Context: an optimization exercise on an open-source flow, tuned for small area. The choices shown serve that exercise and are no tape-out recipe.
The RTL was checked by simulation tests, not by an equivalence proof against the original design.
Power figures rest on the tool's default switching activity, not on a simulated workload.

==> flow/config.mk <==
export PLATFORM = sky130hd
export DESIGN_NAME = rl_lj_force_accumulator
export DESIGN_NICKNAME = rl_lj_force_accumulator
export VERILOG_FILES = /design/flow/design.v
export SDC_FILE = /design/flow/constraint.sdc
export NUM_CORES = 4
export LEC_CHECK = 0
export CAP_MARGIN = 20
export CORE_MARGIN = 2
export CORE_UTILIZATION = 60
export CTS_BUF_LIST = sky130_fd_sc_hd__clkbuf_2 sky130_fd_sc_hd__clkbuf_4
export CTS_CLUSTER_SIZE = 40
export SLEW_MARGIN = 20
==> flow/constraint.sdc <==
create_clock -name core_clock -period 7.0 [get_ports {clk}]
set_input_delay 1.4000 -clock core_clock [delete_from_list [all_inputs] [get_ports {clk}]]
set_output_delay 1.4000 -clock core_clock [all_outputs]
set_load 0.01 [all_outputs]
==> flow/design.v <==
`timescale 1ns/1ps
module rl_lj_force_accumulator #(
  parameter int DATA_WIDTH              = 32,
  parameter int REF_PARTICLE_NUM        = 100,
  parameter int REF_RAM_ADDR_WIDTH      = 7,
  parameter int NEIGHBOR_PARTICLE_NUM   = 100,
  parameter int NEIGHBOR_RAM_ADDR_WIDTH = 7,
  parameter int ACC_WIDTH               = 48,
  parameter int FRAC_BITS               = 24
) (
  input  logic                          clk,
  input  logic                          rst,
  input  logic                          start,
  input  logic                          force_valid,
  input  logic [DATA_WIDTH-1:0]         force_x,
  input  logic [DATA_WIDTH-1:0]         force_y,
  input  logic [DATA_WIDTH-1:0]         force_z,
  input  logic                          pipeline_done,
  output logic [ACC_WIDTH-1:0]          acc_x,
  output logic [ACC_WIDTH-1:0]          acc_y,
  output logic [ACC_WIDTH-1:0]          acc_z,
  output logic [REF_RAM_ADDR_WIDTH-1:0] acc_addr,
  output logic                          acc_wren,
  output logic                          overflow,
  output logic                          count_error,
  output logic                          done
);
  localparam logic [NEIGHBOR_RAM_ADDR_WIDTH-1:0] NBR_LAST =
    NEIGHBOR_RAM_ADDR_WIDTH'(NEIGHBOR_PARTICLE_NUM - 1);
  localparam logic [REF_RAM_ADDR_WIDTH-1:0] REF_LAST =
    REF_RAM_ADDR_WIDTH'(REF_PARTICLE_NUM - 1);
  logic                               run_r;
  logic [NEIGHBOR_RAM_ADDR_WIDTH-1:0] nbr_r;
  logic [REF_RAM_ADDR_WIDTH-1:0]      wref_r;
  logic                               v_r, first_r, last_r, chk_r;
  logic                               wren_r, ovf_r, cerr_r, done_r;
  logic                               accept, early, nbr_last;
  logic [2:0]                         sat_c, sum_o;
  logic [ACC_WIDTH-1:0]               clamped [3];
  assign accept   = run_r & force_valid & ~pipeline_done;
  assign early    = run_r & pipeline_done;
  assign nbr_last = (nbr_r == NBR_LAST);
  lj_axis u_x (.clk, .accept, .first(first_r), .f(force_x), .sat(sat_c[0]),
               .out_of_range(sum_o[0]), .acc(clamped[0]));
  lj_axis u_y (.clk, .accept, .first(first_r), .f(force_y), .sat(sat_c[1]),
               .out_of_range(sum_o[1]), .acc(clamped[1]));
  lj_axis u_z (.clk, .accept, .first(first_r), .f(force_z), .sat(sat_c[2]),
               .out_of_range(sum_o[2]), .acc(clamped[2]));
  always_ff @(posedge clk) begin
    if (rst || start) begin
      run_r   <= !rst;
      nbr_r   <= '0;
      wref_r  <= '0;
      v_r     <= 1'b0;
      first_r <= 1'b0;
      last_r  <= 1'b0;
      chk_r   <= 1'b0;
      wren_r  <= 1'b0;
      ovf_r   <= 1'b0;
      cerr_r  <= 1'b0;
      done_r  <= 1'b0;
    end else begin
      v_r     <= accept;
      first_r <= accept & (nbr_r == '0);
      last_r  <= accept & nbr_last;
      chk_r   <= v_r & ~early;
      wren_r  <= v_r & last_r & ~early;
      ovf_r   <= overflow | (v_r & ~early & (|sat_c));
      cerr_r  <= cerr_r | early;
      done_r  <= early | (wren_r & (wref_r == REF_LAST));
      wref_r  <= wref_r + REF_RAM_ADDR_WIDTH'(wren_r);
      if (early) begin
        run_r <= 1'b0;
      end else if (accept) begin
        if (nbr_last) begin
          nbr_r <= '0;
          if (wref_r == REF_LAST) run_r <= 1'b0;
        end else begin
          nbr_r <= nbr_r + 1'b1;
        end
      end
    end
  end
  assign acc_x       = clamped[0];
  assign acc_y       = clamped[1];
  assign acc_z       = clamped[2];
  assign acc_addr    = wref_r;
  assign acc_wren    = wren_r;
  assign overflow    = ovf_r | (chk_r & (|sum_o));
  assign count_error = cerr_r;
  assign done        = done_r;
endmodule
module lj_axis (
  input  logic        clk,
  input  logic        accept,         
  input  logic        first,          
  input  logic [31:0] f,
  output logic        sat,            
  output logic        out_of_range,   
  output logic [47:0] acc             
);
  logic [7:0]  e;
  logic [5:0]  r_in, r_r;
  logic        s_r;
  logic [22:0] m_r;
  logic [47:0] wide;
  logic [48:0] a_r, base, t, sum;
  logic        pos, neg;
  assign e = f[30:23];
  always_comb begin
    if (!accept || e <= 8'd102) r_in = 6'd47;
    else if (e >= 8'd150)       r_in = 6'd63;
    else                        r_in = 6'(8'd149 - e);
  end
  always_ff @(posedge clk) begin
    r_r <= r_in;
    s_r <= f[31];
    m_r <= f[22:0];
  end
  assign sat  = r_r[5] & r_r[4];
  assign wide = {1'b0, 1'b1, m_r, 23'd0} >> r_r;
  assign t    = {s_r, s_r, (sat ? {47{1'b1}} : wide[46:0]) ^ {47{s_r}}};
  assign pos = ~a_r[48] & a_r[47];
  assign neg = a_r[48] & (~a_r[47] | (a_r[46:0] == 47'd0));
  assign out_of_range = pos | neg;
  assign acc  = pos ? {1'b0, {47{1'b1}}} : neg ? {1'b1, {46{1'b0}}, 1'b1} : a_r[47:0];
  assign base = first ? 49'd0 : {acc[47], acc};
  lj_add #(.N(49)) u_add (.a(base), .b(t), .cin(s_r), .s(sum));
  always_ff @(posedge clk) a_r <= sum;
endmodule
module lj_add #(parameter int N = 49) (
  input  logic [N-1:0] a,
  input  logic [N-1:0] b,
  input  logic         cin,
  output logic [N-1:0] s
);
  localparam int M = N + 1;
  localparam int L = 6;   
  logic [M-1:0] g, p;
  logic [M-1:0] gg [0:2*L];
  logic [M-1:0] pp [0:2*L];
  always_comb begin
    g = {a & b, cin};
    p = {a ^ b, 1'b0};
    gg[0] = g;
    pp[0] = p;
    for (int l = 0; l < L; l++) begin
      gg[l+1] = gg[l];
      pp[l+1] = pp[l];
      for (int i = 0; i < M; i++)
        if (((i + 1) % (2 << l)) == 0) begin
          gg[l+1][i] = gg[l][i] | (pp[l][i] & gg[l][i - (1 << l)]);
          pp[l+1][i] = pp[l][i] & pp[l][i - (1 << l)];
        end
    end
    for (int l = L - 2; l >= 0; l--) begin
      gg[2*L-1-l] = gg[2*L-2-l];
      pp[2*L-1-l] = pp[2*L-2-l];
      for (int i = 0; i < M; i++)
        if (((i + 1) % (2 << l)) == (1 << l) && i >= (2 << l)) begin
          gg[2*L-1-l][i] = gg[2*L-2-l][i] | (pp[2*L-2-l][i] & gg[2*L-2-l][i - (1 << l)]);
          pp[2*L-1-l][i] = pp[2*L-2-l][i] & pp[2*L-2-l][i - (1 << l)];
        end
    end
    for (int i = 0; i < N; i++) s[i] = p[i+1] ^ gg[2*L-1][i];
  end
endmodule
==> flow/run.sh <==
#!/bin/bash
# synth_recipe.tcl (not shown) runs the flow's synth.tcl, then flattens the netlist and writes it again
# the make line also repeats each setting of config.mk as NAME=value (left out here)
make -C /OpenROAD-flow-scripts/flow DESIGN_CONFIG=/design/flow/config.mk WORK_HOME=/design/flow/orfs CLKGATE_MAP_FILE= SYNTH_SCRIPT=/design/flow/synth_recipe.tcl finish
==> impl_metrics.tcl, run 1 <==
set metrics [dict create \
    outcome "finished clean" \
    fill_cells 2837 \
    clock_latency_ns 0.80 \
    clk_pin_slew_ns 0.07 \
    drc 0 \
    drive_above_1_share_pct 8.88 \
    endpoint "u_z.a_r[38]" \
    drt-initial-drc-count 1709 \
    criticalPathCategory "reg -> reg" \
    r2r_slack_ns 0.94 \
    gp_congestion 0.981 \
    std_cell_rows 68 \
    finalSetupTns_ns 0 \
    hp-class "reg -> reg" \
    startpoint_type "flop" \
    worst-endpoint-required_ns 7.65 \
    grt_pass1_vias 19468 \
    setup_viol 0 \
    final_area_um2 24700 \
    slew_violations 0 \
    drtPass1Iterations 5 \
    cts_hold_buf 0 \
    maxCapViolations 0 \
    port_buffers 255 \
    ios 256 \
    p_leak_uw 0.0107 \
    grt_pass1_wl_mm 101 \
    cts_setup_buffers 0 \
    fp.dieW_um 191 \
    synthFlopType "dfxtp_1" \
    postRouteAntennaNets 0 \
    antenna_found_initial 3 \
    syn_area_um2 21000 \
    cts_htree_levels 3 \
    placed_cell_area_um2 23800 \
    fmax_mhz 165 \
    ys_seq_area_share_pct 24.8 \
    cts-buffers-inserted 72 \
    clk_path_buf_depth 3 \
    grtUsageTotal_pct 34.9 \
    synth_edf_count 1 \
    clockRootBuffer "clkbuf_4" \
    cts_tree "yes" \
    finalClockSkew_ns 0.0518 \
    cp.arrival_ns 6.71 \
    synth-seq-cells 260 \
    gr-total-overflow 0 \
    rsz0062_at_grt "false" \
    dieArea_um2 36600 \
    clock-sinks 260 \
    period_minus_slack_ns 6.06 \
    startpoint "u_z.r_r[1]" \
    min_period_over_period_pct 86.6 \
    powerDensity_nw_per_um2 461 \
    rr_endpoint "u_z.a_r[38]" \
    end_kind "flop" \
    worst_pin_slew_ns 1.05 \
    grt_max_degree 72 \
    viasPerCell 6.05 \
    synth.avg_cell_area_um2 8.09 \
    drt_wl_total_mm 64.3 \
    crit_fanout 23 \
    slew_headroom_pct 29.9 \
    hold_viol 0 \
    syn_nets 2921 \
    start_util_pct 60.9 \
    syn2layout_area_growth_pct 17.5 \
    rr_worst_depth 20 \
    wl_per_cell_um 19.4 \
    cts_resized 0 \
    synthDistinctLibCells 84 \
    hold_depth 1 \
    die_h_um 191 \
    vias 20021 \
    dp_hpwl_mm 49.7 \
    nets 3121 \
    coreArea_um2 34500 \
    yosysWarnings 6 \
    max-vdd-ir-drop_mv 0.410 \
    r2r_start "u_z.r_r[1]" \
    syn_inst 2599 \
    async_flop_share_pct 0 \
]
==> per-layer routing <==
metal / GRT usage, % / routed length [um]
met5: 0 / 0
met4: 17.7 / 3000
met3: 8.43 / 5320
met2: 54.6 / 29000
met1: 45.0 / 27000
==> cell usage in the layout (no fill, tap or decap), types with 8 or more instances in the layout <==
| cell type | n |
|---|---|
| and3_1 | 9 |
| nand2_1 | 140 |
| buf_4 | 40 |
| nand4_1 | 30 |
| clkdlybuf4s50_1 | 255 |
| o21ai_0 | 153 |
| nor2_1 | 403 |
| a21oi_1 | 206 |
| clkbuf_4 | 102 |
| o21bai_1 | 12 |
| nand2b_1 | 21 |
| mux4_2 | 22 |
| o21a_1 | 10 |
| and2_1 | 8 |
| nand3_1 | 18 |
| fa_1 | 75 |
| clkinv_1 | 17 |
| nor4_1 | 42 |
| nor3_1 | 164 |
| a21o_1 | 75 |
| xnor2_1 | 171 |
| mux2_2 | 40 |
| inv_1 | 107 |
| dfxtp_1 | 256 |
| o22ai_1 | 11 |
| mux2i_1 | 81 |
| a221oi_1 | 13 |
| nor2b_1 | 20 |
| a211oi_1 | 14 |
| or2_2 | 8 |
| ha_1 | 146 |
| xor2_1 | 58 |
==> worst max-delay path, stage by stage, from the launching register on <==
cell and delay, ns:
dfxtp_1 0.85, inv_2 0.22, mux2i_1 0.42, mux2i_1 0.20, o21ai_0 0.49, a21oi_1 0.14
a21oi_1 0.38, xnor2_1 0.18, ha_1 0.37, a21o_1 0.17, a21o_1 0.17, a211oi_1 0.36
nor3_1 0.07, o21ai_0 0.15, o31a_1 0.35, nor3_2 0.11, a21oi_1 0.35, o21ai_2 0.12
a31o_1 0.25, fa_1 0.38, xor2_1 0.17
==> cell families (layout without fill, tap and decap cells) <==
kind of cell             count (synthesis)  in the layout  synth area share (%)
AO/OA/AOI/OAI                          574            574                  16.9
XOR/XNOR                               229            229                  9.53
adder cells (fa/ha/maj)                221            221                  15.8
buffers and inverters                  283            532                  5.22
flip-flops                             260            260                  24.8
multiplexers                           147            147                  8.85
other                                    0              4                     0
AND/OR/NAND/NOR                        885            885                  18.9
==> flip-flops by register name, summed over array words and instances (netlist names) <==
name,flops
ovf_r,1
v_r,1
chk_r,1
u_y.s_r,1
last_r,1
wren_r,1
u_x.m_r,23
u_z.r_r,6
run_r,1
u_y.r_r,6
u_x.r_r,6
wref_r,7
u_z.a_r,49
u_x.a_r,49
u_y.m_r,23
u_z.m_r,23
u_y.a_r,49
cerr_r,1
done_r,1
u_x.s_r,1
first_r,1
u_z.s_r,1
nbr_r,7
==> power by group <==
part / internal [uW] / switching, uW / leakage (uW)
registers: 2080 / 340 / 0.00218
clock network: 708 / 691 / 0.000526
logic: 3410 / 4170 / 0.00801
==> cell type report <==
| class | count | area, um2 | share of cell area (%) |
|---|---|---|---|
| flip-flops and latches | 260 | 5220 | 21.1 |
| clock inverters | 21 | 125 | 0.506 |
| well taps | 455 | 569 | 2.30 |
| diodes | 4 | 10.0 | 0.0405 |
| repair buffers | 295 | 2850 | 11.5 |
| inverters | 114 | 428 | 1.73 |
| multi-input cells | 2056 | 14800 | 59.7 |
| clock buffers | 102 | 766 | 3.10 |
==> cells in the mapped netlist (9+ instances only) <==
master,number,area share [%]
clkbuf_1,136,2.4
nor2_1,407,7.3
o21ai_0,153,3.6
nand4_1,30,0.89
xnor2_1,171,7.1
and3_1,9,0.27
mux2_2,40,2.1
fa_1,75,7.1
mux4_2,22,2.4
buf_1,22,0.39
nor3_1,164,3.9
dfxtp_1,259,25
o22ai_1,11,0.33
nand3_1,18,0.43
a21o_1,75,2.7
mux2i_1,81,3.9
nor2b_1,21,0.62
inv_1,107,1.9
nor4_1,42,1.2
o21a_1,12,0.43
a211oi_1,14,0.50
o21bai_1,12,0.43
a21oi_1,206,4.9
nand2_1,140,2.5
xor2_1,58,2.4
a221oi_1,13,0.54
ha_1,146,8.7
nand2b_1,21,0.62
==> through the flow <==
stage | power (uW) | std cells | setup WS, ns | utilization, % | hold slack (ns)
6_report | 11400 | 3307 | 0.940 | 71.6 | 0.445
5_1_grt | 12300 | 3306 | 0.607 | 71.6 | 0.486
4_1_cts | 11300 | 3303 | 0.846 | 71.5 | 0.449
3_5_place_dp | 9880 | 3180 | 0.900 | 69.0 | 0.419
3_3_place_gp | 9570 | 3180 | 1.03 | 69.0 | 0.416
2_1_floorplan | 7180 | 2599 | 1.76 | - | 0.406
==> how the worst min path moves through the flow <==
stage	start	to
6_report	last_r	wren_r
5_1_grt	last_r	wren_r
4_1_cts	last_r	wren_r
3_5_place_dp	last_r	wren_r
3_3_place_gp	last_r	wren_r
2_1_floorplan	last_r	wren_r
==> inputs of run 2 (changes only) <==
--- a/flow/config.mk
+++ b/flow/config.mk
@@ -8,6 +8,5 @@
 export CAP_MARGIN = 20
 export CORE_MARGIN = 2
 export CORE_UTILIZATION = 60
-export CTS_BUF_LIST = sky130_fd_sc_hd__clkbuf_2 sky130_fd_sc_hd__clkbuf_4
-export CTS_CLUSTER_SIZE = 40
+export CTS_BUF_LIST = sky130_fd_sc_hd__clkbuf_4
 export SLEW_MARGIN = 20
==> impl_metrics.tcl, run 2 <==
set metrics [dict create \
    outcome "finished clean" \
    cts_tree "yes" \
    whs_ns 0.445 \
    syn_area_um2 21000 \
    final_cell_mix "nor2_1 (403), dfxtp_1 (256), clkdlybuf4s50_1 (255), a21oi_1 (206), xnor2_1 (171)" \
    synthDistinctLibCells 84 \
    min_period_over_period_pct 86.6 \
    place_inst 3180 \
    rr_worst_depth 20 \
    drive_above_1_share_pct 8.88 \
    r2r_slack_ns 0.94 \
    crit_slowest_cell "dfxtp_1" \
    drt-met1-wl_mm 26.6 \
    cts_resized 0 \
    coreArea_um2 34500 \
    yosysTopAreaCell "dfxtp_1" \
    crit_path_frequent_cell "a21oi_1" \
    async_flop_share_pct 0 \
    p_leak_uw 0.0107 \
    synth_edf_count 1 \
    grt_pass1_vias 19468 \
    drtPass1Iterations 5 \
    r2r_start "u_z.r_r[1]" \
    period_minus_slack_ns 6.06 \
    reg_top3 "u_x.a_r x49, u_y.a_r x49, u_z.a_r x49" \
    ios 256 \
    cts_setup_buffers 0 \
    drt-initial-drc-count 1706 \
    fill_cells 2837 \
    hold_end "wren_r" \
    end_kind "flop" \
    synth-seq-cells 260 \
    grt_pass1_wl_mm 101 \
    fp.dieW_um 191 \
    drt_wl_total_mm 64.2 \
    dp_hpwl_mm 49.7 \
    p_sw_uw 5180 \
    worst-endpoint-required_ns 7.65 \
    intPower_uw 6190 \
    netlist_top_cells_count "nor2_1 (407), dfxtp_1 (259), a21oi_1 (206), xnor2_1 (171), nor3_1 (164)" \
    clk_pin_slew_ns 0.07 \
    clk_path_buf_depth 3 \
    gp_congestion 0.981 \
    drc 0 \
    slew_headroom_pct 29.9 \
    routed-wl-met3_mm 5.49 \
    criticalPathCategory "reg -> reg" \
    slew_violations 0 \
    viasPerCell 6.03 \
    yosysWarnings 6 \
    stdcell_count 3307 \
    clock_latency_ns 0.80 \
    wl_per_cell_um 19.4 \
    yosys.area.top_type_share_pct 24.6 \
    nets 3121 \
    gr-total-overflow 0 \
    clock_power_share_pct 12.3 \
    dieArea_um2 36600 \
    hold_path_startpoint "last_r" \
    syn_nets 2921 \
    grt_max_degree 72 \
    clockRootBuffer "clkbuf_4" \
    cts_hold_buf 0 \
    startpoint_type "flop" \
    crit_buf_inv 1 \
    syn_inst 2599 \
    rr_endpoint "u_z.a_r[38]" \
    ys_seq_area_share_pct 24.8 \
    crit_family "compound AO/OA/AOI/OAI gates" \
    setup_viol 0 \
    netSwitchingFraction_pct 45.6 \
    finalSetupTns_ns 0 \
    antenna_found_initial 3 \
    mostFrequentLayoutCell "nor2_1" \
    cts_htree_levels 3 \
    yosysMostFrequentCell "nor2_1" \
    seqPwrFrac_pct 21.2 \
    syn2layout_area_growth_pct 17.5 \
    worst_pin_slew_ns 1.05 \
    cts-buffers-inserted 72 \
    start_util_pct 60.9 \
    maxCapViolations 0 \
    port_buffers 255 \
    std_cell_rows 68 \
    wl_met2_mm 29.1 \
    max-vdd-ir-drop_mv 0.409 \
    cp.arrival_ns 6.71 \
    path_cells "inv_2 > mux2i_1 > mux2i_1 > o21ai_0 > a21oi_1 > a21oi_1 > xnor2_1 > ha_1 > a21o_1 > a21o_1 > a211oi_1 > nor3_1 > o21ai_0 > o31a_1 > nor3_2 > a21oi_1 > o21ai_2 > a31o_1 > fa_1 > xor2_1" \
    vias 19934 \
    grtUsageTotal_pct 34.9 \
    synth.avg_cell_area_um2 8.09 \
    rsz0062_at_grt "false" \
    hold_viol 0 \
    die_h_um 191 \
    hold_depth 1 \
    finalClockSkew_ns 0.0541 \
    clock-sinks 260 \
    p_comb_share_pct 66.4 \
    crit_fanout 23 \
    top_layer_used "met4" \
    powerDensity_nw_per_um2 460 \
    fmax_mhz 165 \
    synthFlopType "dfxtp_1" \
    ys_top_cells_by_area "dfxtp_1 (25%), ha_1 (8.7%), nor2_1 (7.3%)" \
    hp-class "reg -> reg" \
    postRouteAntennaNets 0 \
    slowest_delay_ns 0.85 \
]
[run 2: cell counts after synthesis]
No cell type changed its count.
[run 2: kinds of logic after synthesis]
logic type,Yosys count,share of synthesized area [%]
flops,260,24.8
compound gates,574,16.9
buf+inv,283,5.22
simple gates,885,18.9
xor+xnor,229,9.53
fa+ha+maj,221,15.8
mux,147,8.85
[run 2: final cells by class]
type | instances | area (um2) | share of cell area [%]
inverters | 114 | 428 | 1.73
clock inverters | 21 | 125 | 0.506
diodes | 4 | 10.0 | 0.0405
repair buffers | 295 | 2850 | 11.5
multi-input cells | 2056 | 14800 | 59.7
flip-flops and latches | 260 | 5220 | 21.1
clock buffers | 102 | 766 | 3.10
well taps | 455 | 569 | 2.30
[run 2: how the worst max path moves through the flow]
stage	startpoint	to	slack (ns)	cells after the start
2_1_floorplan	u_y.r_r[0]	u_y.a_r[46]	1.76	22
3_3_place_gp	u_y.r_r[0]	u_y.a_r[46]	1.03	21
3_5_place_dp	u_y.r_r[0]	u_y.a_r[46]	0.90	21
4_1_cts	u_y.r_r[0]	u_y.a_r[46]	0.85	21
5_1_grt	u_y.a_r[18]	u_y.a_r[46]	0.61	18
6_report	u_z.r_r[1]	u_z.a_r[38]	0.94	20
[run 2: metal layers]
| metal | global-route usage (%) | vias up |
|---|---|---|
| met3 | 8.43 | 191 |
| met5 | 0 | - |
| met1 | 45.0 | 9401 |
| met2 | 54.6 | 850 |
| met4 | 17.7 | 0 |
| li1 | - | 9492 |
[run 2: through the flow]
stage                     instance area [um2]  power (uW)  util, %  setup slack (ns)
after CTS                               24700       11300     71.5             0.846
after global placement                  23800        9570     69.0              1.03
final                                   24700       11400     71.6             0.941
after global routing                    24700       12300     71.6             0.607
after floorplan                         21000        7180        -              1.76
after detailed placement                23800        9880     69.0             0.900
[run 2: power by group through the flow]
stage / Combinational, uW / Sequential [uW] / Clock, uW
3_5_place_dp: 7460 / 2420 / 0
4_1_cts: 7500 / 2400 / 1420
6_report: 7560 / 2420 / 1400
3_3_place_gp: 7160 / 2410 / 0
2_1_floorplan: 4890 / 2290 / 0
5_1_grt: 8360 / 2450 / 1510
==> inputs of run 3 (changes only) <==
--- a/flow/config.mk
+++ b/flow/config.mk
@@ -7,6 +7,5 @@
 export LEC_CHECK = 0
 export CAP_MARGIN = 20
 export CORE_MARGIN = 2
-export CORE_UTILIZATION = 60
-export CTS_BUF_LIST = sky130_fd_sc_hd__clkbuf_4
+export CORE_UTILIZATION = 40
 export SLEW_MARGIN = 20
==> impl_metrics.tcl, run 3 <==
set metrics [dict create \
    gr-total-overflow 0 \
    crit_fanout 25 \
    placed_cell_area_um2 24200 \
    clk_path_buf_depth 3 \
    p_leak_uw 0.0108 \
    clk_pin_slew_ns 0.06 \
    cts_htree_levels 1 \
    finalClockSkew_ns 0.0317 \
    grt_pass1_vias 18740 \
    yosys.area.top_type_share_pct 24.6 \
    finalSetupTns_ns 0 \
    port_buffers 255 \
    mostFrequentLayoutCell "nor2_1" \
    final_cell_mix "nor2_1 (404), dfxtp_1 (256), clkdlybuf4s50_1 (255), a21oi_1 (206), xnor2_1 (171)" \
    yosysTopAreaCell "dfxtp_1" \
    dieArea_um2 54400 \
    antenna_found_initial 0 \
    grt_max_degree 52 \
    fmax_mhz 164 \
    wl_per_cell_um 19.4 \
    rsz0062_at_grt "false" \
    slew_headroom_pct 21.4 \
    place_inst 3415 \
    hold_viol 0 \
    ios 256 \
    path_cells "clkinv_1 > buf_4 > nor3_1 > a21oi_1 > a21oi_1 > a21oi_1 > a21oi_1 > xnor2_1 > ha_1 > a21o_1 > a221o_1 > a211o_2 > o211ai_2 > o21bai_1 > a21oi_1 > o21ai_0 > a31o_2 > fa_1 > xor2_1" \
    synthFlopType "dfxtp_1" \
    gp_congestion 0.978 \
    synthDistinctLibCells 84 \
    cts_setup_buffers 0 \
    drtPass1Iterations 5 \
    start_util_pct 40.3 \
    end_kind "flop" \
    syn2layout_area_growth_pct 20.1 \
    ys_seq_area_share_pct 24.8 \
    grtUsageTotal_pct 24.2 \
    nets 3082 \
    antenna_cells 0 \
    viasPerCell 5.58 \
    stdcell_count 3470 \
    criticalPathCategory "reg -> reg" \
    maxCapViolations 0 \
    cts-buffers-inserted 31 \
    crit_slowest_cell "dfxtp_1" \
    grt_pass1_wl_mm 105 \
    drive_above_1_share_pct 7.12 \
    syn_area_um2 21000 \
    drc 0 \
    clockRootBuffer "clkbuf_16" \
    syn_nets 2921 \
    cp.arrival_ns 6.57 \
    synth-seq-cells 260 \
    clock-sinks 260 \
    min_period_over_period_pct 87.1 \
    slew_violations 0 \
    syn_inst 2599 \
    drt-initial-drc-count 1567 \
    fp.dieW_um 233 \
    powerDensity_nw_per_um2 465 \
    coreArea_um2 52200 \
    yosysWarnings 6 \
    crit_path_frequent_cell "a21oi_1" \
    finalWorstSetupSlack_ns 0.900 \
    outcome "finished clean" \
    whs_ns 0.437 \
    netlist_top_cells_count "nor2_1 (407), dfxtp_1 (259), a21oi_1 (206), xnor2_1 (171), nor3_1 (164)" \
    period_minus_slack_ns 6.10 \
    place_ws_ns 0.961 \
    drt_wl_total_mm 67.4 \
    synth.avg_cell_area_um2 8.09 \
    vias 19374 \
    std_cell_rows 84 \
    startpoint_type "flop" \
    cts_resized 0 \
    dp_hpwl_mm 53.5 \
    async_flop_share_pct 0 \
    worst_pin_slew_ns 1.18 \
    worst-endpoint-required_ns 7.47 \
    die_h_um 233 \
    clock_latency_ns 0.61 \
    synth_edf_count 1 \
    hp-class "reg -> reg" \
    final_area_um2 25300 \
    postRouteAntennaNets 0 \
    slowest_delay_ns 0.90 \
    ys_top_cells_by_area "dfxtp_1 (25%), ha_1 (8.7%), nor2_1 (7.3%)" \
    cts_hold_buf 0 \
    setup_viol 0 \
    cts_tree "yes" \
    reg_top3 "u_x.a_r x49, u_y.a_r x49, u_z.a_r x49" \
    yosysMostFrequentCell "nor2_1" \
    max-vdd-ir-drop_mv 0.266 \
]
[run 3: cell types whose count changed in the layout (fill, tap and decap cells not counted), moves of 2 or more]
cell       before  now
clkbuf_4      102    0
clkbuf_16       0   31
bufinv_16       1    3
clkinv_1       17    3
clkbuf_1        0    2
diode_2         4    0
clkinv_2        1    3
buf_12          0    3
nor2_2          2    0
clkbuf_8        0   10
[run 3: power breakdown]
group          internal [uW]  switching [uW]  leakage [uW]
sequential              2080             329       0.00218
clock                   1030             681      0.000537
combinational           3410            4210       0.00803
total                   6510            5220        0.0108
[run 3: logic make-up (layout without fill, tap and decap cells)]
family	after synthesis	after routing	share of synthesized area, %
buffers and inverters	283	466	5.22
multiplexers	147	147	8.85
AO/OA/AOI/OAI	574	574	16.9
XOR/XNOR	229	229	9.53
AND/OR/NAND/NOR	885	885	18.9
adder cells (fa/ha/maj)	221	221	15.8
flip-flops	260	260	24.8
[run 3: layer usage]
layer	global-route usage (%)	part of all wire (%)
met5	0	0
met1	32.7	45
met4	8.22	3.6
met2	40.1	46
met3	2.87	5.5
[run 3: final timing paths]
| kind | from | end | slack (ns) | depth (start not counted) |
|---|---|---|---|---|
| setup reg to reg | u_x.r_r[2] | u_x.a_r[30] | 0.90 | 19 |
| setup / recovery | u_x.r_r[2] | u_x.a_r[30] | 0.90 | 19 |
| hold reg to reg | last_r | wren_r | 0.44 | 1 |
| hold / removal | last_r | wren_r | 0.44 | 1 |
[run 3: metrics by stage]
stage                     power (uW)  utilization (%)
final                          11700             48.4
after global routing           12800             48.4
after CTS                      11800             48.4
after detailed placement       10000             46.3
after global placement          9850             46.3
after floorplan                 7180                -
[run 3: cell type report]
cell class	count	area (um2)
well taps	688	861
clock buffers	43	921
inverters	114	428
repair buffers	297	2910
flip-flops and latches	260	5220
multi-input cells	2056	14800
clock inverters	12	168
fillers	5097	27000
[run 3: critical path, delay by kind of cell, from the launching register on]
| family | cells | cell delay (ns) |
|---|---|---|
| buf+inv | 2 | 0.92 |
| fa+ha+maj | 2 | 0.80 |
| simple gates | 1 | 0.19 |
| compound gates | 12 | 2.88 |
| xor+xnor | 2 | 0.27 |
| flops | 1 | 0.90 |
==> inputs of run 4 (changes only) <==
==> flow/flow/run.sh (new file) <==
#!/bin/bash
set -euo pipefail
bash standard.sh "BUFFER_PORTS_ARGS=-buffer_cell sky130_fd_sc_hd__buf_1" finish > make_finish.log 2>&1
==> flow/standard.sh (new file) <==
#!/bin/bash
# synth_recipe.tcl (not shown) runs the flow's synth.tcl, then flattens the netlist and writes it again
# the make line also repeats each setting of config.mk as NAME=value (left out here)
make -C /OpenROAD-flow-scripts/flow DESIGN_CONFIG=/design/flow/config.mk WORK_HOME=/design/flow/orfs CLKGATE_MAP_FILE= SYNTH_SCRIPT=/design/flow/synth_recipe.tcl "${@:-finish}"
removed: flow/run.sh
==> impl_metrics.tcl, run 4 <==
set metrics [dict create \
    yosysTopAreaCell "dfxtp_1" \
    endpoint "u_x.a_r[30]" \
    postRouteAntennaNets 0 \
    crit_buf_inv 1 \
    cts-buffers-inserted 34 \
    maxCapViolations 0 \
    die_h_um 233 \
    finalSetupTns_ns 0 \
    powerDensity_nw_per_um2 468 \
    wl_per_cell_um 19.0 \
    slew_violations 0 \
    clk_pin_slew_ns 0.06 \
    worst_pin_slew_ns 1.00 \
    slowest_delay_ns 0.87 \
    criticalPathCategory "reg -> reg" \
    worst-endpoint-required_ns 7.42 \
    fill_cells 5245 \
    drt_wl_total_mm 65.8 \
    synthFlopType "dfxtp_1" \
    vias 19060 \
    outcome "finished clean" \
    clockRootBuffer "clkbuf_16" \
    dp_hpwl_mm 51.6 \
    rr_worst_depth 20 \
    cts_setup_buffers 0 \
    syn_area_um2 21000 \
    grt_max_degree 64 \
    netlist_top_cells_count "nor2_1 (407), dfxtp_1 (259), a21oi_1 (206), xnor2_1 (171), nor3_1 (164)" \
    path_cells "buf_4 > mux4_1 > mux2i_1 > nor2_1 > a31oi_1 > nor2_1 > o22a_1 > xnor2_1 > ha_1 > a21o_1 > a21o_1 > a221o_1 > a211o_2 > o211ai_2 > o21bai_1 > a21oi_1 > o21ai_0 > a31o_2 > fa_1 > xor2_1" \
    r2r_start "u_x.r_r[0]" \
    synth.avg_cell_area_um2 8.09 \
    nets 3078 \
    viasPerCell 5.49 \
    max-vdd-ir-drop_mv 0.190 \
    rr_endpoint "u_x.a_r[30]" \
    grt_pass1_wl_mm 103 \
    setup_viol 0 \
    synth-seq-cells 260 \
    cts_htree_levels 2 \
    syn2layout_area_growth_pct 12.6 \
    hp-class "reg -> reg" \
    fp.dieW_um 233 \
    p_leak_uw 0.0101 \
    startpoint_type "flop" \
    grtUsageTotal_pct 23.8 \
    min_period_over_period_pct 88.2 \
    yosysWarnings 6 \
    finalClockSkew_ns 0.0258 \
    yosysMostFrequentCell "nor2_1" \
    std_cell_rows 84 \
    async_flop_share_pct 0 \
    ys_seq_area_share_pct 24.8 \
    clock-sinks 260 \
    ys_top_cells_by_area "dfxtp_1 (25%), ha_1 (8.7%), nor2_1 (7.3%)" \
    antenna_cells 0 \
    drc 0 \
    cts_resized 0 \
    antenna_found_initial 1 \
    synthDistinctLibCells 84 \
    yosys.area.top_type_share_pct 24.6 \
    startpoint "u_x.r_r[0]" \
    stdcell_count 3469 \
    drive_above_1_share_pct 7.01 \
    end_kind "flop" \
    mostFrequentLayoutCell "nor2_1" \
    cp_num_cells 20 \
    gp_congestion 0.963 \
    hold_path_startpoint "last_r" \
    gr-total-overflow 0 \
    period_minus_slack_ns 6.17 \
    reg_top3 "u_x.a_r x49, u_y.a_r x49, u_z.a_r x49" \
    grt_pass1_vias 18426 \
    syn_nets 2921 \
    syn_inst 2599 \
    crit_slowest_cell "dfxtp_1" \
    ios 256 \
    port_buffers 255 \
    slew_headroom_pct 32.8 \
    cts_hold_buf 0 \
    rsz0062_at_grt "false" \
    drt-initial-drc-count 1423 \
    dieArea_um2 54400 \
    fmax_mhz 162 \
    coreArea_um2 52200 \
    place_inst 3408 \
    r2r_slack_ns 0.83 \
    drtPass1Iterations 5 \
    synth_edf_count 1 \
    cp.arrival_ns 6.59 \
    clk_path_buf_depth 3 \
    cts_tree "yes" \
    crit_fanout 18 \
    clock_latency_ns 0.55 \
    final_cell_mix "nor2_1 (403), dfxtp_1 (257), buf_1 (255), a21oi_1 (206), xnor2_1 (171)" \
    crit_family "compound AO/OA/AOI/OAI gates" \
    start_util_pct 40.3 \
    hold_viol 0 \
]
-- run 4: cell count changes in the layout (fill, tap and decap cells not counted), moves of 3 or more --
cell / delta
buf_4: -5
clkinv_4: -3
clkbuf_16: +5
buf_1: +255
clkinvlp_4: +5
clkdlybuf4s50_1: -255
clkbuf_8: -8
-- run 4: power by group --
group	internal, uW	switching [uW]
clock network	1150	728
logic	2600	4200
registers	2080	329
total	5830	5260
-- run 4: kinds of logic (layout without fill, tap and decap cells) --
| family | after synthesis | in the layout | synth area share (%) |
|---|---|---|---|
| multiplexers | 147 | 147 | 8.85 |
| adder cells (fa/ha/maj) | 221 | 221 | 15.8 |
| buffers and inverters | 283 | 465 | 5.22 |
| flip-flops | 260 | 260 | 24.8 |
| AND/OR/NAND/NOR | 885 | 885 | 18.9 |
| XOR/XNOR | 229 | 229 | 9.53 |
| AO/OA/AOI/OAI | 574 | 574 | 16.9 |
-- run 4: area by class of cell --
cell class	instances	area [um2]	share of cell area (%)
clock inverters	19	246	1.04
clock buffers	42	943	3.98
well taps	688	861	3.63
inverters	114	428	1.81
flip-flops and latches	260	5220	22.0
repair buffers	290	1230	5.20
multi-input cells	2056	14800	62.3
-- run 4: worst min path at each step --
stage               endpoint  slack [ns]  cells past startpoint
floorplan             wren_r        0.41                      1
global route          wren_r        0.47                      1
CTS                   wren_r        0.44                      1
detailed placement    wren_r        0.41                      1
finish                wren_r        0.44                      1
global placement      wren_r        0.42                      1
-- run 4: routing by layer --
| metal | vias up | track usage [%] | wire length (um) |
|---|---|---|---|
| met5 | - | 0 | 0 |
| met4 | 0 | 8.48 | 2180 |
| met3 | 99 | 3.14 | 3410 |
| met2 | 540 | 37.8 | 29700 |
| met1 | 9053 | 32.9 | 30500 |
| li1 | 9368 | - | - |
-- run 4: worst reg2reg max path, cell delays in order (launching register included) --
cell	delay, ns
dfxtp_1	0.87
buf_4	0.34
mux4_1	0.63
mux2i_1	0.25
nor2_1	0.06
a31oi_1	0.31
nor2_1	0.07
o22a_1	0.22
xnor2_1	0.15
ha_1	0.25
a21o_1	0.16
a21o_1	0.17
a221o_1	0.34
a211o_2	0.34
o211ai_2	0.31
o21bai_1	0.16
a21oi_1	0.32
o21ai_0	0.21
a31o_2	0.30
fa_1	0.43
xor2_1	0.16
-- run 4: stage by stage --
stage | utilization [%] | instance area, um2 | setup WS (ns) | hold WS (ns) | total power, uW
2_1_floorplan | - | 21000 | 1.76 | 0.406 | 7180
3_3_place_gp | 43.1 | 22500 | 1.01 | 0.420 | 9020
3_5_place_dp | 43.1 | 22500 | 0.873 | 0.412 | 9180
4_1_cts | 45.4 | 23700 | 0.854 | 0.440 | 11100
5_1_grt | 45.4 | 23700 | 0.430 | 0.467 | 12100
6_report | 45.4 | 23700 | 0.827 | 0.437 | 11100
==> inputs of run 5 (changes only) <==
==> flow/flow/run.sh (replaced) <==
#!/bin/bash
# The standard layout (standard.sh) with two changes:
#  * synthesis maps the logic with an area-oriented ABC script (flow/area.abc);
#  * the port buffers use the smallest buffer cell, sky130_fd_sc_hd__buf_1.
# Each make run's full output goes to its own log file in the work folder.
set -euo pipefail
export MY_ABC_SCRIPT="$PWD/flow/area.abc"
bash standard.sh "SYNTH_SCRIPT=$PWD/flow/synth.tcl" \
  "BUFFER_PORTS_ARGS=-buffer_cell sky130_fd_sc_hd__buf_1" finish > make_finish.log 2>&1
==> flow/flow/area.abc (new file) <==
strash
&get -n
&st
&dch -f
&nf -p -a -F 8 -A 8
&put
strash
dch -f
amap -F 4 -A 8
topo
stime -c
buffer -c
upsize -c
dnsize -c
==> flow/flow/synth.tcl (new file) <==
# The standard synthesis script (synth_recipe.tcl), except that Yosys's abc call
# uses the area-oriented ABC script in MY_ABC_SCRIPT instead of ORFS's speed script.
proc synth {args} { yosys synth -nofsm -noshare {*}$args }
proc abc {args} {
  set i [lsearch -exact $args -script]
  if { $i >= 0 } { set args [lreplace $args $i [expr {$i + 1}] -script $::env(MY_ABC_SCRIPT)] }
  yosys abc {*}$args
}
source $::env(SCRIPTS_DIR)/synth.tcl
# left out here: clear keep_hierarchy, flatten, clean up, hide names made inside functions, write 1_2_yosys.v
--- a/flow/config.mk
+++ b/flow/config.mk
@@ -7,5 +7,6 @@
 export LEC_CHECK = 0
 export CAP_MARGIN = 20
 export CORE_MARGIN = 2
-export CORE_UTILIZATION = 40
+export CORE_UTILIZATION = 60
+export CTS_BUF_LIST = sky130_fd_sc_hd__clkbuf_4
 export SLEW_MARGIN = 20
==> impl_metrics.tcl, run 5 <==
set metrics [dict create \
    dp_hpwl_mm 47.2 \
    cts_hold_buf 0 \
    syn2layout_area_growth_pct 10.9 \
    clockRootBuffer "clkbuf_4" \
    routed-wl-met3_mm 5.15 \
    cts_htree_levels 3 \
    synthFlopType "dfxtp_1" \
    post-route-util_pct 67.6 \
    outcome "finished clean" \
    top_layer_used "met4" \
    drt-initial-drc-count 1907 \
    intPower_uw 5380 \
    rsz0062_at_grt "false" \
    cts_resized 0 \
    period_minus_slack_ns 6.28 \
    yosysTopAreaCell "dfxtp_1" \
    setup_viol 0 \
    drtPass1Iterations 6 \
    finalSetupTns_ns 0 \
    cts-buffers-inserted 72 \
    yosysMostFrequentCell "o21ai_0" \
    grtUsageTotal_pct 35.4 \
    syn_inst 2742 \
    drive_above_1_share_pct 7.01 \
    wl_per_cell_um 18.1 \
    maxCapViolations 0 \
    slew_headroom_pct 38.5 \
    seqPwrFrac_pct 21.5 \
    hp-class "reg -> reg" \
    synth.avg_cell_area_um2 7.25 \
    end_kind "flop" \
    powerDensity_nw_per_um2 479 \
    drt_wl_total_mm 61.9 \
    postRouteAntennaNets 0 \
    fmax_mhz 159 \
    wl_met2_mm 27.4 \
    fill_cells 2955 \
    clock_power_share_pct 14.4 \
    netlist_top_cells_count "o21ai_0 (355), nor2_1 (308), nand2_1 (273), dfxtp_1 (259), inv_1 (228)" \
    port_buffers 255 \
    p_comb_share_pct 64.1 \
    clk_pin_slew_ns 0.07 \
    p_leak_uw 0.00966 \
    grt_max_degree 56 \
    stdcell_count 3427 \
    yosysWarnings 6 \
    netSwitchingFraction_pct 49.1 \
    min_period_over_period_pct 89.7 \
    die_h_um 186 \
    cts_tree "yes" \
    criticalPathCategory "reg -> reg" \
    nets 3257 \
    start_util_pct 61.0 \
    drc 0 \
    clk_path_buf_depth 3 \
    synthDistinctLibCells 63 \
    hold_viol 0 \
    final_area_um2 22000 \
    clock_latency_ns 0.81 \
    drt-met1-wl_mm 25.8 \
    max-vdd-ir-drop_mv 0.255 \
    reg_top3 "u_x.a_r x49, u_y.a_r x49, u_z.a_r x49" \
    final_cell_mix "o21ai_0 (355), nor2_1 (307), nand2_1 (273), dfxtp_1 (257), buf_1 (255)" \
    vias 20907 \
    coreArea_um2 32600 \
    startpoint_type "flop" \
    clock-sinks 260 \
    syn_nets 3064 \
    grt_pass1_vias 19250 \
    synth-seq-cells 260 \
    std_cell_rows 66 \
    async_flop_share_pct 0 \
    mostFrequentLayoutCell "o21ai_0" \
    synth_edf_count 1 \
    fp.dieW_um 186 \
    worst_pin_slew_ns 0.922 \
    ios 256 \
    gr-total-overflow 0 \
    ys_seq_area_share_pct 26.2 \
    worst-endpoint-required_ns 7.66 \
    antenna_found_initial 2 \
    cts_setup_buffers 0 \
    yosys.area.top_type_share_pct 26.1 \
    gp_congestion 1.00 \
    crit_fanout 24 \
    ys_top_cells_by_area "dfxtp_1 (26%), ha_1 (9.2%), o21ai_0 (8.9%)" \
    viasPerCell 6.10 \
    dieArea_um2 34600 \
    finalClockSkew_ns 0.0670 \
    grt_pass1_wl_mm 97.2 \
    p_sw_uw 5190 \
    syn_area_um2 19900 \
    cp.arrival_ns 6.94 \
    slew_violations 0 \
    placed_cell_area_um2 21100 \
    place_inst 3303 \
]
==> run 5: cell types whose count changed in the layout (fill, tap and decap cells not counted), moves of 36 or more <==
cell | previous run | this run
clkbuf_4 | 0 | 99
xor2_1 | 58 | 0
xnor2_1 | 171 | 0
o21ai_0 | 153 | 355
clkbuf_16 | 36 | 0
o22ai_1 | 11 | 185
a21o_1 | 75 | 38
nor2_1 | 403 | 307
mux2_2 | 40 | 0
nor2b_1 | 20 | 72
nand2_1 | 140 | 273
mux2i_1 | 81 | 0
nor3_1 | 164 | 70
inv_1 | 107 | 228
==> run 5: routing by layer <==
metal	global-route usage (%)	vias up
met5	0	-
met2	56.2	985
met3	6.55	192
met4	19.4	0
met1	45.6	9534
li1	-	10196
==> run 5: worst paths after layout <==
check / from / to / slack (ns) / depth (start not counted)
min: v_r / chk_r / 0.45 / 2
max reg2reg: u_y.r_r[1] / u_y.a_r[46] / 0.72 / 25
min reg2reg: v_r / chk_r / 0.45 / 2
max: u_y.r_r[1] / u_y.a_r[46] / 0.72 / 25
==> run 5: through the flow <==
step | worst slack (ns) | hold slack, ns | power [uW]
after global placement | 0.689 | 0.431 | 8640
after global routing | 0.0940 | 0.479 | 11600
after detailed placement | 0.487 | 0.458 | 8940
final | 0.721 | 0.446 | 10600
after floorplan | 1.14 | 0.414 | 7000
after CTS | 0.470 | 0.458 | 10500
==> run 5: cells by family (layout without fill, tap and decap cells) <==
kind of cell | count (synthesis) | after routing | share of synthesized area [%]
AOI/OAI and AO/OA | 979 | 979 | 29.9
other | 0 | 2 | 0
adders and majority gates | 221 | 221 | 16.7
buffers and inverters | 423 | 664 | 8.00
and+or+nand+nor | 859 | 859 | 19.2
DFF | 260 | 260 | 26.2
==> run 5: power groups by stage <==
stage                     Clock, uW  Combinational [uW]  Sequential [uW]
after global placement            0                6360             2280
after detailed placement          0                6650             2290
after CTS                      1560                6700             2260
after floorplan                   0                4770             2220
final                          1520                6770             2270
after global routing           1630                7700             2310
==> run 5: critical path, stage by stage, from the launching register on <==
cell      delay, ns
dfxtp_1        0.61
inv_2          0.28
nor2_1         0.44
a222oi_1       0.23
o21ai_0        0.29
a21oi_1        0.15
o221ai_1       0.38
o21ai_0        0.14
ha_1           0.35
a21o_1         0.19
a31oi_1        0.26
o21ai_1        0.18
a31oi_1        0.47
o31ai_2        0.14
inv_2          0.12
nor3_1         0.06
nor3_1         0.35
inv_2          0.07
nand4_1        0.13
nor2_1         0.05
nor2_1         0.28
o311ai_2       0.17
a31o_1         0.27
fa_1           0.43
nor2_1         0.11
a21oi_1        0.04
==> run 5: layout make-up <==
type | instances | area [um2] | share of cell area [%]
Multi-Input combinational cell | 2059 | 13100 | 59.5
Clock inverter | 23 | 231 | 1.05
Inverter | 247 | 927 | 4.21
Antenna cell | 2 | 5.00 | 0.0227
Timing Repair Buffer | 295 | 1260 | 5.70
Tap cell | 442 | 553 | 2.51
Clock buffer | 99 | 743 | 3.37
Sequential cell | 260 | 5220 | 23.7
==> inputs of run 6 (changes only) <==
--- a/flow/design.v
+++ b/flow/design.v
@@ -32,7 +32,7 @@
   logic                               run_r;
   logic [NEIGHBOR_RAM_ADDR_WIDTH-1:0] nbr_r;
   logic [REF_RAM_ADDR_WIDTH-1:0]      wref_r;
-  logic                               v_r, first_r, last_r, chk_r;
+  logic                               v_r, chk_r, first, last;
   logic                               wren_r, ovf_r, cerr_r, done_r;
   logic                               accept, early, nbr_last;
   logic [2:0]                         sat_c, sum_o;
@@ -40,11 +40,13 @@
   assign accept   = run_r & force_valid & ~pipeline_done;
   assign early    = run_r & pipeline_done;
   assign nbr_last = (nbr_r == NBR_LAST);
-  lj_axis u_x (.clk, .accept, .first(first_r), .f(force_x), .sat(sat_c[0]),
+  assign first    = v_r & (nbr_r == NEIGHBOR_RAM_ADDR_WIDTH'(1));
+  assign last     = v_r & (nbr_r == '0);
+  lj_axis u_x (.clk, .accept, .first(first), .f(force_x), .sat(sat_c[0]),
                .out_of_range(sum_o[0]), .acc(clamped[0]));
-  lj_axis u_y (.clk, .accept, .first(first_r), .f(force_y), .sat(sat_c[1]),
+  lj_axis u_y (.clk, .accept, .first(first), .f(force_y), .sat(sat_c[1]),
                .out_of_range(sum_o[1]), .acc(clamped[1]));
-  lj_axis u_z (.clk, .accept, .first(first_r), .f(force_z), .sat(sat_c[2]),
+  lj_axis u_z (.clk, .accept, .first(first), .f(force_z), .sat(sat_c[2]),
                .out_of_range(sum_o[2]), .acc(clamped[2]));
   always_ff @(posedge clk) begin
     if (rst || start) begin
@@ -52,8 +54,6 @@
       nbr_r   <= '0;
       wref_r  <= '0;
       v_r     <= 1'b0;
-      first_r <= 1'b0;
-      last_r  <= 1'b0;
       chk_r   <= 1'b0;
       wren_r  <= 1'b0;
       ovf_r   <= 1'b0;
@@ -61,10 +61,8 @@
       done_r  <= 1'b0;
     end else begin
       v_r     <= accept;
-      first_r <= accept & (nbr_r == '0);
-      last_r  <= accept & nbr_last;
       chk_r   <= v_r & ~early;
-      wren_r  <= v_r & last_r & ~early;
+      wren_r  <= last & ~early;
       ovf_r   <= overflow | (v_r & ~early & (|sat_c));
       cerr_r  <= cerr_r | early;
       done_r  <= early | (wren_r & (wref_r == REF_LAST));
==> flow/flow/area.abc (replaced) <==
strash
&get -n
&st
&syn2
&dch -f
&nf -p -a -F 8 -A 8
&put
strash
dch -f
amap -F 4 -A 8
topo
stime -c
buffer -c
upsize -c
dnsize -c
==> impl_metrics.tcl, run 6 <==
set metrics [dict create \
    clock-sinks 258 \
    mostFrequentLayoutCell "o21ai_0" \
    yosysTopAreaCell "dfxtp_1" \
    grt_max_degree 60 \
    finalWorstSetupSlack_ns 0.584 \
    period_minus_slack_ns 6.42 \
    dp_hpwl_mm 47.8 \
    clock_latency_ns 0.77 \
    clk_path_buf_depth 3 \
    port_buffers 255 \
    maxCapViolations 0 \
    start_util_pct 60.8 \
    whs_ns 0.477 \
    viasPerCell 6.00 \
    drt_wl_total_mm 60.6 \
    grtUsageTotal_pct 34.8 \
    clockRootBuffer "clkbuf_4" \
    p_leak_uw 0.00962 \
    die_h_um 185 \
    synthFlopType "dfxtp_1" \
    drtPass1Iterations 6 \
    drt-met1-wl_mm 25.7 \
    routed-wl-met3_mm 4.57 \
    fp.dieW_um 185 \
    cts_hold_buf 0 \
    drc 0 \
    drive_above_1_share_pct 7.56 \
    slew_headroom_pct 26.5 \
    reg_top3 "u_x.a_r x49, u_y.a_r x49, u_z.a_r x49" \
    finalClockSkew_ns 0.0475 \
    std_cell_rows 66 \
    criticalPathCategory "reg -> reg" \
    syn2layout_area_growth_pct 10.5 \
    max-vdd-ir-drop_mv 0.226 \
    crit_path_frequent_cell "nor2_1" \
    end_kind "flop" \
    vias 20509 \
    worst_pin_slew_ns 1.10 \
    nets 3258 \
    r2r_start "u_z.r_r[0]" \
    rsz0062_at_grt "false" \
    outcome "finished clean" \
    yosys.area.top_type_share_pct 26.1 \
    place_ws_ns 0.568 \
    cts_htree_levels 3 \
    netlist_top_cells_count "o21ai_0 (394), nor2_1 (350), inv_1 (277), dfxtp_1 (257), nand2_1 (232)" \
    cts_tree "yes" \
    final_cell_mix "o21ai_0 (393), nor2_1 (347), inv_1 (277), dfxtp_1 (257), buf_1 (255)" \
    hold_viol 0 \
    gr-total-overflow 0 \
    syn_nets 3045 \
    wl_per_cell_um 17.7 \
    postRouteAntennaNets 0 \
    synth.avg_cell_area_um2 7.25 \
    finalSetupTns_ns 0 \
    synthDistinctLibCells 68 \
    dieArea_um2 34400 \
    cp.arrival_ns 7.05 \
    hold_depth 2 \
    startpoint "u_z.r_r[0]" \
    crit_slowest_cell "dfxtp_1" \
    ios 256 \
    antenna_found_initial 2 \
    ys_seq_area_share_pct 26.2 \
    synth-seq-cells 258 \
    yosysWarnings 6 \
    slowest_delay_ns 0.56 \
    powerDensity_nw_per_um2 466 \
    fmax_mhz 156 \
    yosysMostFrequentCell "o21ai_0" \
    startpoint_type "flop" \
    rr_worst_depth 30 \
    top_layer_used "met4" \
    syn_inst 2722 \
    hp-class "reg -> reg" \
    post-route-util_pct 67.2 \
    drt-initial-drc-count 1814 \
    grt_pass1_vias 18962 \
    synth_edf_count 1 \
    async_flop_share_pct 0 \
    crit_fanout 24 \
    setup_viol 0 \
    wl_met2_mm 27.4 \
    cts-buffers-inserted 71 \
    ys_top_cells_by_area "dfxtp_1 (26%), o21ai_0 (10%), ha_1 (9.3%)" \
    grt_pass1_wl_mm 95.0 \
    min_period_over_period_pct 91.7 \
    worst-endpoint-required_ns 7.63 \
    slew_violations 0 \
    syn_area_um2 19700 \
    coreArea_um2 32500 \
    clk_pin_slew_ns 0.06 \
    gp_congestion 1.01 \
    hold_path_startpoint "cerr_r" \
]
run 6: cell count changes after synthesis, moves of 18 or more:
cell	change
a22oi_1	-19
clkbuf_1	-28
inv_1	+49
nand2_1	-41
nand4_1	-19
nor2_1	+42
nor2b_1	-42
nor3_1	-18
o21ai_0	+39
o22ai_1	-26
run 6: worst paths after layout:
| kind | end | slack [ns] |
|---|---|---|
| max reg2reg | u_z.a_r[46] | 0.58 |
| min reg2reg | cerr_r | 0.48 |
| min | cerr_r | 0.48 |
| max | u_z.a_r[46] | 0.58 |
run 6: power breakdown:
| group | switching, uW | internal, uW | total [uW] |
|---|---|---|---|
| Clock | 640 | 628 | 1270 |
| Combinational | 4240 | 2360 | 6600 |
| Sequential | 241 | 2050 | 2290 |
run 6: kinds of logic after synthesis:
kind of cell,share of synthesized area [%]
AND/OR/NAND/NOR,17.3
AO/OA/AOI/OAI,30.7
adder cells (fa/ha/maj),16.9
buffers and inverters,8.89
flip-flops,26.2
run 6: final cells by class:
type | count | area, um2
Multi-Input combinational cell | 2002 | 12800
Fill cell | 2911 | 10600
Sequential cell | 258 | 5170
Timing Repair Buffer | 306 | 1340
Inverter | 296 | 1110
Clock buffer | 96 | 721
Tap cell | 442 | 553
Clock inverter | 18 | 68.8
Antenna cell | 1 | 2.50
run 6: metal layers:
metal,vias to the layer above,GRT usage (%)
li1,10085,-
met1,9350,44.5
met2,902,56.2
met3,172,5.92
met4,0,18.4
met5,-,0
run 6: timing repair:
item	in CTS	in global routing
endpoints found under the setup margin	0	3
hold endpoints to repair	0	0
setup buffers	0	0
resized for setup	0	3
run 6: through the flow:
stage | area (um2) | std cells | total power [uW]
5_1_grt | 21800 | 3419 | 11200
6_report | 21800 | 3419 | 10200
3_3_place_gp | 21000 | 3304 | 8510
3_5_place_dp | 21000 | 3304 | 8790
4_1_cts | 21800 | 3418 | 10100
2_1_floorplan | 19700 | 2722 | 6860
run 6: worst max-delay path, delay by kind of cell (launching register included):
kind                     cells  cell delay [ns]
AO/OA/AOI/OAI               17             3.92
buffers and inverters        4             0.47
AND/OR/NAND/NOR              7             0.77
adder cells (fa/ha/maj)      2             0.58
flip-flops                   1             0.56
==> inputs of run 7 (changes only) <==
==> flow/flow/area.abc (replaced) <==
strash
&get -n
&st
&syn2
&dch -f
&nf -p -a -F 8 -A 8
&put
strash
dch -f
amap -F 4 -A 8
topo
stime -c
dnsize -c
==> impl_metrics.tcl, run 7 <==
set metrics [dict create \
    startpoint_type "flop" \
    yosysTopAreaCell "dfxtp_1" \
    dp_hpwl_mm 47.4 \
    drt_wl_total_mm 61.8 \
    outcome "finished clean" \
    clockRootBuffer "clkbuf_4" \
    drive_above_1_share_pct 6.58 \
    hold_viol 0 \
    synthFlopType "dfxtp_1" \
    dieArea_um2 33000 \
    stdcell_count 3397 \
    wl_per_cell_um 18.2 \
    cts_tree "yes" \
    start_util_pct 60.5 \
    seqPwrFrac_pct 22.4 \
    startpoint "u_z.r_r[1]" \
    viasPerCell 6.17 \
    grt_pass1_vias 19611 \
    grt_max_degree 68 \
    std_cell_rows 65 \
    worst_pin_slew_ns 1.05 \
    slew_violations 0 \
    intPower_uw 5170 \
    gr-total-overflow 0 \
    syn2layout_area_growth_pct 15.7 \
    port_buffers 255 \
    min_period_over_period_pct 94.6 \
    synthDistinctLibCells 47 \
    fmax_mhz 151 \
    rr_worst_depth 30 \
    powerDensity_nw_per_um2 468 \
    ys_top_cells_by_area "dfxtp_1 (27%), o21ai_0 (11%), ha_1 (9.7%)" \
    synth.avg_cell_area_um2 7.40 \
    reg_top3 "u_x.a_r x49, u_y.a_r x49, u_z.a_r x49" \
    vias 20950 \
    drt-initial-drc-count 2163 \
    synth_edf_count 1 \
    mostFrequentLayoutCell "o21ai_0" \
    cts_htree_levels 3 \
    netlist_top_cells_count "o21ai_0 (411), nor2_1 (354), clkinv_1 (296), dfxtp_1 (257), nand2_1 (232)" \
    coreArea_um2 31300 \
    ys_seq_area_share_pct 27.3 \
    criticalPathCategory "reg -> reg" \
    yosysWarnings 6 \
    crit_slowest_cell "a2111oi_1" \
    endpoint "u_z.a_r[46]" \
    syn_area_um2 18900 \
    maxCapViolations 0 \
    synth-seq-cells 258 \
    multiInputGateArea_um2 12700 \
    clock-sinks 258 \
    clock_latency_ns 0.77 \
    worst-endpoint-required_ns 7.62 \
    end_kind "flop" \
    p_sw_uw 5080 \
    nets 3273 \
    fill_cells 2519 \
    hp-class "reg -> reg" \
    fp.dieW_um 182 \
    grtUsageTotal_pct 36.7 \
    total_power_uw 10200 \
    syn_inst 2559 \
    finalClockSkew_ns 0.0509 \
    drtPass1Iterations 7 \
    die_h_um 182 \
    postRouteAntennaNets 0 \
    p_leak_uw 0.00863 \
    r2r_start "u_z.r_r[1]" \
    final_cell_mix "o21ai_0 (406), nor2_1 (351), clkinv_1 (297), dfxtp_1 (257), buf_1 (255)" \
    syn_nets 2882 \
    cts-buffers-inserted 71 \
    clock_power_share_pct 13.9 \
    grt_pass1_wl_mm 98.4 \
    slew_headroom_pct 30.1 \
    p_comb_share_pct 63.7 \
    cp.arrival_ns 7.24 \
    netSwitchingFraction_pct 49.5 \
    max-vdd-ir-drop_mv 0.413 \
    seq_area_um2 5170 \
    setup_viol 0 \
    drc 0 \
    yosys.area.top_type_share_pct 27.2 \
    ios 256 \
    yosysMostFrequentCell "o21ai_0" \
    crit_fanout 16 \
    slowest_delay_ns 0.40 \
    clk_pin_slew_ns 0.07 \
    place_inst 3276 \
    clk_path_buf_depth 3 \
    async_flop_share_pct 0 \
    r2r_slack_ns 0.37 \
    rr_endpoint "u_z.a_r[46]" \
    period_minus_slack_ns 6.63 \
    gp_congestion 1.00 \
    antenna_found_initial 2 \
]
==> run 7: changes by cell type after synthesis, moves of 14 or more <==
cell	before	now
clkbuf_1	125	0
o21ai_0	394	411
clkinv_1	6	296
inv_1	277	0
or2_0	0	14
buf_1	28	3
==> run 7: per-layer routing <==
metal	global-route usage [%]	wire length [um]	vias to the layer above
met1	47.1	25400	9492
met5	0	0	-
li1	-	-	10103
met3	8.46	5900	201
met4	16.4	2540	0
met2	59.2	28000	1154
==> run 7: logic make-up after synthesis <==
group           synth area share (%)
flops                           27.3
buf+inv                         5.93
simple gates                    17.8
fa+ha+maj                       17.6
compound gates                  31.3
==> run 7: through the flow <==
step,util (%),setup slack (ns),setup TNS [ns],cell area (um2),hold WS [ns]
after floorplan,-,0.0590,0,18900,0.424
final,70.0,0.375,0,21900,0.477
after detailed placement,66.7,0.0213,0,20900,0.470
after global placement,66.7,0.162,0,20900,0.453
after global routing,70.0,-0.165,-0.186,21900,0.501
after CTS,69.7,0.111,0,21800,0.474
==> run 7: how the worst min path moves through the flow <==
stage | startpoint | end | slack (ns) | cells after the start
3_5_place_dp | v_r | chk_r | 0.47 | 2
2_1_floorplan | v_r | chk_r | 0.42 | 2
4_1_cts | v_r | chk_r | 0.47 | 2
3_3_place_gp | cerr_r | cerr_r | 0.45 | 2
5_1_grt | v_r | chk_r | 0.50 | 2
6_report | v_r | chk_r | 0.48 | 2
==> run 7: worst max-delay path: cells and delay by family, from the launching register on <==
| family | cells | cell delay (ns) |
|---|---|---|
| compound gates | 16 | 3.53 |
| buf+inv | 5 | 1.17 |
| fa+ha+maj | 2 | 0.75 |
| simple gates | 7 | 0.73 |
| flops | 1 | 0.33 |
==> run 7: final cells by class <==
cell class | count | share of cell area, %
clock inverter | 17 | 0.743
antenna | 2 | 0.0229
sequential | 258 | 23.6
clock buffer | 99 | 3.39
inverter | 296 | 5.14
timing repair buffer | 319 | 6.64
multi-input combinational | 2002 | 58.1
tap | 402 | 2.30
timing repair inverter | 2 | 0.0457
==> run 7: power groups by stage <==
| stage | sequential, uW | clock [uW] | combinational (uW) |
|---|---|---|---|
| final | 2300 | 1430 | 6530 |
| after global routing | 2340 | 1530 | 7380 |
| after CTS | 2280 | 1460 | 6390 |
| after detailed placement | 2310 | 0 | 6320 |
| after global placement | 2290 | 0 | 5980 |
| after floorplan | 2230 | 0 | 4490 |
==> run 7: timing repair <==
item                                    CTS  global route
cloned                                    0             2
pin swaps                                 0             1
endpoints found under the setup margin    1            19
hold buffers                              0             0
resized for setup                         2            17
buffers inserted                          0             1
==> inputs of run 8 (changes only) <==
--- a/flow/config.mk
+++ b/flow/config.mk
@@ -9,4 +9,5 @@
 export CORE_MARGIN = 2
 export CORE_UTILIZATION = 60
 export CTS_BUF_LIST = sky130_fd_sc_hd__clkbuf_4
+export GPL_TIMING_DRIVEN = 0
 export SLEW_MARGIN = 20
==> impl_metrics.tcl, run 8 <==
set metrics [dict create \
    maxCapViolations 0 \
    crit_slowest_cell "dfxtp_1" \
    drt-initial-drc-count 1867 \
    syn2layout_area_growth_pct 15.6 \
    end_kind "flop" \
    clk_pin_slew_ns 0.07 \
    fill_cells 2658 \
    mostFrequentLayoutCell "o21ai_0" \
    yosysMostFrequentCell "o21ai_0" \
    slew_violations 0 \
    synthFlopType "dfxtp_1" \
    synth-seq-cells 258 \
    crit_path_frequent_cell "nor2_1" \
    outcome "finished clean" \
    clock_latency_ns 0.76 \
    netlist_top_cells_count "o21ai_0 (411), nor2_1 (354), clkinv_1 (296), dfxtp_1 (257), nand2_1 (232)" \
    worst-endpoint-required_ns 7.61 \
    crit_fanout 25 \
    dp_hpwl_mm 45.5 \
    yosys.area.top_type_share_pct 27.2 \
    wl_per_cell_um 17.8 \
    powerDensity_nw_per_um2 468 \
    syn_inst 2559 \
    period_minus_slack_ns 6.60 \
    start_util_pct 60.5 \
    coreArea_um2 31300 \
    worst_pin_slew_ns 1.14 \
    cts-buffers-inserted 70 \
    vias 20498 \
    crit_family "compound AO/OA/AOI/OAI gates" \
    drtPass1Iterations 8 \
    criticalPathCategory "reg -> reg" \
    drc 0 \
    cp.arrival_ns 7.21 \
    final_cell_mix "o21ai_0 (401), nor2_1 (351), clkinv_1 (287), buf_1 (258), dfxtp_1 (245)" \
    grt_max_degree 71 \
    grt_pass1_vias 19195 \
    hp-class "reg -> reg" \
    max-vdd-ir-drop_mv 0.335 \
    ys_top_cells_by_area "dfxtp_1 (27%), o21ai_0 (11%), ha_1 (9.7%)" \
    top_layer_used "met4" \
    drt-met1-wl_mm 25.0 \
    synth_edf_count 1 \
    syn_nets 2882 \
    finalClockSkew_ns 0.0464 \
    routed-wl-met3_mm 4.48 \
    fmax_mhz 152 \
    viasPerCell 6.10 \
    hold_viol 0 \
    die_h_um 182 \
    grt_pass1_wl_mm 94.9 \
    slew_headroom_pct 24.0 \
    port_buffers 255 \
    drive_above_1_share_pct 6.64 \
    hold_depth 2 \
    synth.avg_cell_area_um2 7.40 \
    yosysWarnings 6 \
    p_leak_uw 0.00849 \
    postRouteAntennaNets 0 \
    async_flop_share_pct 0 \
    seq_area_um2 5210 \
    antenna_found_initial 2 \
    gr-total-overflow 0 \
    rr_worst_depth 25 \
    cts_htree_levels 3 \
    grtUsageTotal_pct 35.5 \
    finalWorstSetupSlack_ns 0.404 \
    drt_wl_total_mm 59.9 \
    ys_seq_area_share_pct 27.3 \
    cts_tree "yes" \
    clk_path_buf_depth 3 \
    fp.dieW_um 182 \
    synthDistinctLibCells 47 \
    finalSetupTns_ns 0 \
    reg_top3 "u_x.a_r x49, u_y.a_r x49, u_z.a_r x49" \
    wl_met2_mm 27.8 \
    setup_viol 0 \
    slowest_delay_ns 0.69 \
    cp_num_cells 25 \
    min_period_over_period_pct 94.2 \
    syn_area_um2 18900 \
    multiInputGateArea_um2 12900 \
    ios 256 \
    std_cell_rows 65 \
    gp_congestion 0.995 \
    yosysTopAreaCell "dfxtp_1" \
    startpoint_type "flop" \
    clockRootBuffer "clkbuf_4" \
    dieArea_um2 33000 \
    crit_buf_inv 3 \
    place_ws_ns -1.66 \
    nets 3234 \
    clock-sinks 258 \
]
-- run 8: cell counts after synthesis --
No cell type changed its count.
-- run 8: power breakdown --
| group | internal (uW) | switching (uW) |
|---|---|---|
| Sequential | 2050 | 264 |
| Combinational | 2440 | 4210 |
| Clock | 616 | 654 |
-- run 8: per-layer routing --
layer  track usage (%)  vias up
met3              6.54      177
met5                 0        -
met4              17.9        0
met1              44.9     9333
li1                  -    10066
met2              58.3      922
-- run 8: tightest hold or removal path, cell delays in order, from the launching register on --
cell and delay (ns):
dfxtp_1 0.34, nor2_1 0.05, nor2_1 0.07
-- run 8: cells by family after synthesis --
logic type	synth area share, %
compound gates	31.3
fa+ha+maj	17.6
buf+inv	5.93
flops	27.3
simple gates	17.8
-- run 8: final timing paths --
kind	startpoint	slack (ns)	to
setup / recovery	u_x.r_r[5]	0.40	u_x.a_r[46]
hold / removal	cerr_r	0.50	cerr_r
setup reg to reg	u_x.r_r[5]	0.40	u_x.a_r[46]
hold reg to reg	cerr_r	0.50	cerr_r
-- run 8: stage by stage --
step	power, uW	util, %	std cells	area [um2]	hold slack, ns
after detailed placement	8630	66.1	3225	20700	0.480
after global placement	8210	65.2	3216	20400	0.452
final	10200	69.9	3359	21900	0.497
after global routing	11200	69.9	3359	21900	0.531
after floorplan	6730	-	2559	18900	0.424
after CTS	10100	69.2	3343	21700	0.498
-- run 8: area by class of cell --
cell class	instances	share of cell area (%)
buffer	3	0.0515
clock buffer	93	3.19
tap	402	2.30
clock inverter	21	0.434
inverter	296	5.42
antenna	4	0.0457
timing repair buffer	276	5.87
multi-input combinational	2002	58.8
timing repair inverter	4	0.0915
sequential	258	23.8
-- run 8: what timing repair did --
action                     in CTS  in global routing
buffers inserted                2                 10
gates resized for setup        52                 36
hold buffers                    0                  0
gates cloned                    2                  2
setup endpoints to repair      59                 20
pin swaps                       2                  7

[afterwards: timing with drivers on the ports]
In the flow no input, the clock included, has a driving cell. The finished layouts below were timed again as built, in two steps. Step 1 (the two cells are an assumption about what drives the block):
set clk [get_ports {clk}]
set_driving_cell -lib_cell sky130_fd_sc_hd__clkbuf_16 $clk
set_driving_cell -lib_cell sky130_fd_sc_hd__buf_2 [delete_from_list [all_inputs] $clk]
Step 2, shift: input delay + t, output delay - t, t = (earliest + latest rising clock arrival at the registers) / 2. This alone moves slack from input paths to output paths. Slacks: ideal / step 1 / step 2; pairs: ideal / step 1.
| run | shift t [ns] | setup WS [ns] | worst setup path after step 2 | latest minus earliest clock arrival (ns) |
|---|---|---|---|---|
| run 1 | 0.829 | 0.940 / 0.940 / 0.940 | register to register | 0.061 / 0.061 |
| run 2 | 0.829 | 0.941 / 0.941 / 0.941 | register to register | 0.062 / 0.062 |
| run 3 | 0.655 | 0.900 / 0.900 / 0.900 | register to register | 0.036 / 0.035 |
| run 4 | 0.601 | 0.827 / 0.827 / 0.827 | register to register | 0.026 / 0.026 |
| run 5 | 0.824 | 0.721 / 0.721 / 0.721 | register to register | 0.070 / 0.070 |
| run 6 | 0.802 | 0.584 / 0.584 / 0.584 | register to register | 0.051 / 0.051 |
| run 7 | 0.801 | 0.375 / 0.375 / 0.375 | register to register | 0.051 / 0.051 |
| run 8 | 0.797 | 0.404 / 0.404 / 0.404 | register to register | 0.063 / 0.063 |
After both steps setup and hold are still met in every run listed.
